This is an optimization exercise on Yosys and OpenROAD, whose aim is a short achievable clock period and few clock cycles per item, not a production implementation.
In this exercise RTL edits were held to simulation tests only and were not proved equivalent to the original.
Power is estimated from default activity; no workload was simulated.

== run 1 ==
==> flow/design.v (excerpt) <==
module dns_relay_query_id_table_unit #(
    parameter int TABLE_DEPTH = 8
) (
    input  logic        aclk,
    input  logic        aresetn,
    input  logic        s_tvalid,
    output logic        s_tready,
    input  logic [95:0] s_tdata,
    input  logic [1:0]  s_tuser,
    output logic        m_tvalid,
    input  logic        m_tready,
    output logic [71:0] m_tdata,
    output logic [2:0]  m_tuser,
    input  logic        cfg_wr_en,
    input  logic        cfg_index,
    input  logic [15:0] cfg_wdata
);
Size: about 5700 cells after synthesis, roughly 2000 flip-flops, about 200 I/O pins.
export LEC_CHECK = 0
export ABC_CLOCK_PERIOD_IN_PS = 2500
export CAP_MARGIN = 20
export CORE_MARGIN = 2
export CORE_UTILIZATION = 65
export CTS_CLUSTER_DIAMETER = 60
export CTS_CLUSTER_SIZE = 25
export SETUP_SLACK_MARGIN = 4.8
export SLEW_MARGIN = 20
create_clock -name core_clock -period 7.5 [get_ports {aclk}]
standard.sh (not shown) runs the stock make flow with config.mk's settings and CLKGATE_MAP_FILE= SYNTH_SCRIPT=/design/flow/synth_recipe.tcl, a recipe that flattens the netlist after the stock synthesis.
==> flow/flow/run.sh <==
#!/bin/bash
# Standard layout, with one hook after global placement that moves the
# registers driving output ports next to their port buffers.
set -euo pipefail
export POST_GLOBAL_PLACE_TCL="$PWD/flow/move_out_flops.tcl"
bash standard.sh finish "POST_GLOBAL_PLACE_TCL=$POST_GLOBAL_PLACE_TCL" > make_finish.log 2>&1
==> flow/flow/move_out_flops.tcl <==
# After global placement: move each register that drives only an output
# port's buffer next to that buffer, so the register's output wire is short.
# Detailed placement legalizes the moved registers afterwards.
set block [ord::get_db_block]
set moved 0
foreach bt [$block getBTerms] {
  if {[$bt getIoType] != "OUTPUT"} { continue }
  set net [$bt getNet]
  if {$net == "NULL"} { continue }
  set buf ""
  foreach it [$net getITerms] {
    if {[$it isOutputSignal]} { set buf [$it getInst] }
  }
  if {$buf == ""} { continue }
  set innet ""
  foreach it [$buf getITerms] {
    if {[$it isInputSignal]} { set innet [$it getNet] }
  }
  if {$innet == "" || $innet == "NULL"} { continue }
  set drv ""
  set nload 0
  foreach it [$innet getITerms] {
    if {[$it isOutputSignal]} { set drv [$it getInst] } else { incr nload }
  }
  if {$drv == "" || $nload != 1} { continue }
  if {![[$drv getMaster] isSequential]} { continue }
  set loc [$buf getLocation]
  $drv setLocation [lindex $loc 0] [lindex $loc 1]
  incr moved
}
puts "move_out_flops: moved $moved registers next to their output buffers"
Testbench counts of run 1, summed over its fixed seeds: cycles 2,440, items 2,400.
The inputs of run 2 differ from those of run 1 as listed below.
# run 1
export LEC_CHECK = 0
export ABC_CLOCK_PERIOD_IN_PS = 2500
export CAP_MARGIN = 20
export CORE_MARGIN = 2
export CORE_UTILIZATION = 65
export CTS_CLUSTER_DIAMETER = 60
export CTS_CLUSTER_SIZE = 25
export SETUP_SLACK_MARGIN = 4.8
export SLEW_MARGIN = 20
create_clock -name core_clock -period 7.5 [get_ports {aclk}]
# run 2
export LEC_CHECK = 0
export ABC_CLOCK_PERIOD_IN_PS = 2000
export CAP_MARGIN = 20
export CORE_MARGIN = 2
export CORE_UTILIZATION = 45
export SETUP_SLACK_MARGIN = 4.8
export SLEW_MARGIN = 20
create_clock -name core_clock -period 7.5 [get_ports {aclk}]
==> flow/run.sh (new file) <==
#!/bin/bash
# synth_recipe.tcl (not shown) runs the flow's synth.tcl, then flattens the netlist and writes it again
# the make line also repeats each setting of config.mk as NAME=value (left out here)
make -C /OpenROAD-flow-scripts/flow DESIGN_CONFIG=/design/flow/config.mk WORK_HOME=/design/flow/orfs CLKGATE_MAP_FILE= SYNTH_SCRIPT=/design/flow/synth_recipe.tcl finish
removed: flow/flow/run.sh
removed: flow/flow/move_out_flops.tcl
removed: flow/standard.sh
### Flow results
- When run 2 is set beside run 1, its die area turns out to be 56000 µm² larger.
- Compared with run 1, in run 2 core footprint increased 55000 µm², minimum period implied by the final worst setup slack higher, routed wirelength normalized by instance count saw a decrease, non-clock buffer count climbed about 0.34%, leakage dissipation went up 2.9%.
- The final count of negative-setup-slack endpoints on run 1 is in line with that on run 2.
- Diff run 1 -> run 2: number of slew-limit violations in the final report closely matched the old numbers, count of clock buffers in the final design has increased, met3 layer usage reported by global route moved down.
- Re area of the mapped netlist: no difference whatsoever between run 1 and run 2.
#### Input delta (run 3 over run 2)
# run 2
export LEC_CHECK = 0
export ABC_CLOCK_PERIOD_IN_PS = 2000
export CAP_MARGIN = 20
export CORE_MARGIN = 2
export CORE_UTILIZATION = 45
export SETUP_SLACK_MARGIN = 4.8
export SLEW_MARGIN = 20
create_clock -name core_clock -period 7.5 [get_ports {aclk}]
# run 3
export LEC_CHECK = 0
export ABC_CLOCK_PERIOD_IN_PS = 2500
export CAP_MARGIN = 20
export CORE_MARGIN = 2
export CORE_UTILIZATION = 65
export CTS_CLUSTER_DIAMETER = 60
export CTS_CLUSTER_SIZE = 25
export SETUP_SLACK_MARGIN = 4.8
export SLEW_MARGIN = 20
create_clock -name core_clock -period 7.5 [get_ports {aclk}]
Notes after the runs:
Run 3 was carried through to the last stage, and its layout satisfied the timing, DRC and antenna checks. When the final numbers for run 3 and run 2 were put side by side, the met2 wire length turned out to be greater in run 2. Taking run 2 as the reference point, the wire length of run 3 falls by 2.4%. Run 3 vs run 2: combinational cell fraction of total power up in run 3.

## re-timing with driven ports
The flow's constraints put no driver on any port. The routed layouts listed below were extracted and timed again, unchanged, in two steps.
Step 1 (the two cells are an assumption about what drives the block):
set clk [get_ports {aclk}]
set_driving_cell -lib_cell sky130_fd_sc_hd__clkbuf_16 $clk
set_driving_cell -lib_cell sky130_fd_sc_hd__buf_2 [delete_from_list [all_inputs] $clk]
Step 2 moves the port delays by t, midway between the first and last clock arrival at a register: inputs arrive t later, outputs are due t later. That takes back most of the time a late clock gives input paths.
Three values: no drivers, after step 1, after step 2; two values: the first two.
| run | t (ns) | setup WS [ns] | worst setup path at the end | worst data-port slew with drivers (ns) |
|---|---|---|---|---|
| run 1 | 0.845 | 4.730 / 4.656 / 4.084 | input to register | 0.08 |
| run 2 | 0.899 | 4.633 / 4.553 / 4.101 | input to register | 0.18 |
| run 3 | 0.849 | 4.675 / 4.596 / 4.098 | input to register | 0.08 |
After both steps every run listed still meets setup and hold. For run 1, which loses most, drivers alone change the setup slack by -0.074 ns; drivers and shift together by -0.646 ns.
